This design comes from an exercise in tuning for a short achievable clock period and few clock cycles on the open sky130 flow, not from production work. Function was checked by simulation only, so behaviour that the tests miss may differ from the original. Power and IR drop assume default switching activity.

## the reference run
## blocking_sa_cache
module blocking_sa_cache #(
  parameter int addr_width_p          = 32,
  parameter int data_width_p          = 32,
  parameter int block_size_in_words_p = 4,
  parameter int sets_p                = 4,
  parameter int ways_p                = 2
) (
  input  logic                                   clk,
  input  logic                                   reset,
  input  logic [2+addr_width_p+data_width_p-1:0] cache_pkt_i,
  input  logic                                   v_i,
  output logic                                   ready_o,
  output logic [data_width_p-1:0]                data_o,
  output logic                                   v_o,
  input  logic                                   yumi_i,
  output logic [addr_width_p:0]                  dma_pkt_o,
  output logic                                   dma_pkt_v_o,
  input  logic                                   dma_pkt_yumi_i,
  input  logic [data_width_p-1:0]                dma_data_i,
  input  logic                                   dma_data_v_i,
  output logic                                   dma_data_ready_o,
  output logic [data_width_p-1:0]                dma_data_o,
  output logic                                   dma_data_v_o,
  input  logic                                   dma_data_yumi_i,
  output logic                                   v_we_o
);
  localparam int off_w   = $clog2(data_width_p / 8);
  localparam int blk_w   = $clog2(block_size_in_words_p);
  localparam int idx_w   = $clog2(sets_p);
  localparam int way_w   = $clog2(ways_p);
  localparam int tag_w   = addr_width_p - idx_w - blk_w - off_w;
  localparam int baddr_w = addr_width_p - blk_w - off_w;
  localparam int line_w  = idx_w + way_w;
  localparam int lines_p = sets_p * ways_p;
  localparam int words_p = block_size_in_words_p;
  localparam int pkt_w   = 2 + addr_width_p + data_width_p;
  localparam int last_w  = block_size_in_words_p - 1;
  localparam int qd_p    = 16;              
  localparam int qc_w    = $clog2(qd_p + 1);
  ...
For scale: roughly 11,000 cells after synthesis, roughly 2,400 flip-flops, ~210 I/O pins, about 120,000 um2 of cells after synthesis.
make LEC_CHECK=0 ABC_CLOCK_PERIOD_IN_PS=3000 CAP_MARGIN=40 CORE_MARGIN=2 CORE_UTILIZATION=40 SETUP_SLACK_MARGIN=4.3 SLEW_MARGIN=40 TNS_END_PERCENT=100 finish   # period 7.0 ns
run.sh (not shown) runs the stock make flow with config.mk's settings and CLKGATE_MAP_FILE= SYNTH_SCRIPT=/design/flow/synth_recipe.tcl, a recipe that flattens the netlist after the stock synthesis.
Status the reference run: flow complete, layout not clean - max-capacitance violations, max-slew violations
Testbench counts of the reference run, summed over its fixed seeds: cycles 16,287.
The inputs of the trial run differ from those of the reference run as listed below.
--- a/flow/design.v
+++ b/flow/design.v
@@ -29,22 +29,22 @@
   localparam int idx_w   = $clog2(sets_p);
   localparam int way_w   = $clog2(ways_p);
   localparam int tag_w   = addr_width_p - idx_w - blk_w - off_w;
   localparam int baddr_w = addr_width_p - blk_w - off_w;
   localparam int line_w  = idx_w + way_w;
   localparam int lines_p = sets_p * ways_p;
   localparam int words_p = block_size_in_words_p;
   localparam int pkt_w   = 2 + addr_width_p + data_width_p;
   localparam int last_w  = block_size_in_words_p - 1;
-  localparam int qd_p    = 16;              
+  localparam int qd_p    = 12;              
   localparam int qc_w    = $clog2(qd_p + 1);
   localparam int qi_w    = $clog2(qd_p);
-  localparam int pd_p    = 3;               
+  localparam int pd_p    = 2;               
   localparam int pc_w    = $clog2(pd_p + 1);
   localparam int id_w    = 4;               
   localparam logic [1:0] OP_LW = 2'b00, OP_SW = 2'b01, OP_TAGST = 2'b10;
   typedef enum logic [2:0] {E_IDLE, E_PKT, E_WB_DATA, E_FILL_PKT, E_FILL_DATA} estate_e;
   logic [tag_w-1:0]              tag_mem  [sets_p][ways_p];
   logic [sets_p-1:0][ways_p-1:0] valid_bits;
   logic [sets_p-1:0][ways_p-1:0] dirty_bits;
   logic [sets_p-1:0]             victim_cnt;
   logic [lines_p-1:0]            line_pend;             
### Flow results
- Looking at standard cell with the maximum stage delay on the critical path, the and2_4 result is from the trial run; the mux2i_4 one comes from the reference run.
- Taking the reference run as 1.0, the trial run lands at 0.913 on floorplan die area.
- Shortest period the worst path allows: higher on the reference run
- In summary, the trial run completed successfully, with a layout that passed the timing, DRC and antenna checks.
- Diff the reference run -> the trial run: effective utilization at floorplan flat; worst slew margin relative to its limit now larger; total clock network power -14%; detailed-route via count went down; sum of met3 wire segment lengths after detailed routing shows a reduction of 26%.
- From the reference run to the trial run the numbers moved as follows: area added between synthesis and finish went down; critical path depth dropped 11; final worst-path cycle share saw a decrease.
- Between the trial run and the reference run, length of routed wiring on met1 is higher for the reference run, the trial run comes in under that.
- Compared with the reference run, in the trial run number of well taps went down by about 7%; fraction of power consumed by the clock network higher; power -18%.
Testbench counts of the trial run, summed over its fixed seeds: cycles 16,391.

-- static timing again, ports no longer ideal --
No port has a modelled driver above. Below, the same layouts with a new extraction and two added sets of constraints. Step 1 (the two cells are an assumption about what drives the block):
set clk [get_ports {clk}]
set_driving_cell -lib_cell sky130_fd_sc_hd__clkbuf_16 $clk
set_driving_cell -lib_cell sky130_fd_sc_hd__buf_2 [delete_from_list [all_inputs] $clk]
Step 2 also shifts input and output timing later by t, the mid clock arrival at the registers, as if the neighbouring blocks saw the same clock. Three values: no drivers, after step 1, after step 2; two values: the first two.
run	t (ns)	slack for setup (ns)	clock arrival spread, ns	pins driven straight from the clock port
the reference run	1.010	3.288 / 3.263 / 2.253	0.089 / 0.090	1
the trial run	1.034	3.867 / 3.780 / 3.156	0.071 / 0.071	1
For the reference run, which loses most, drivers alone change the setup slack by -0.025 ns; drivers and shift together by -1.035 ns.
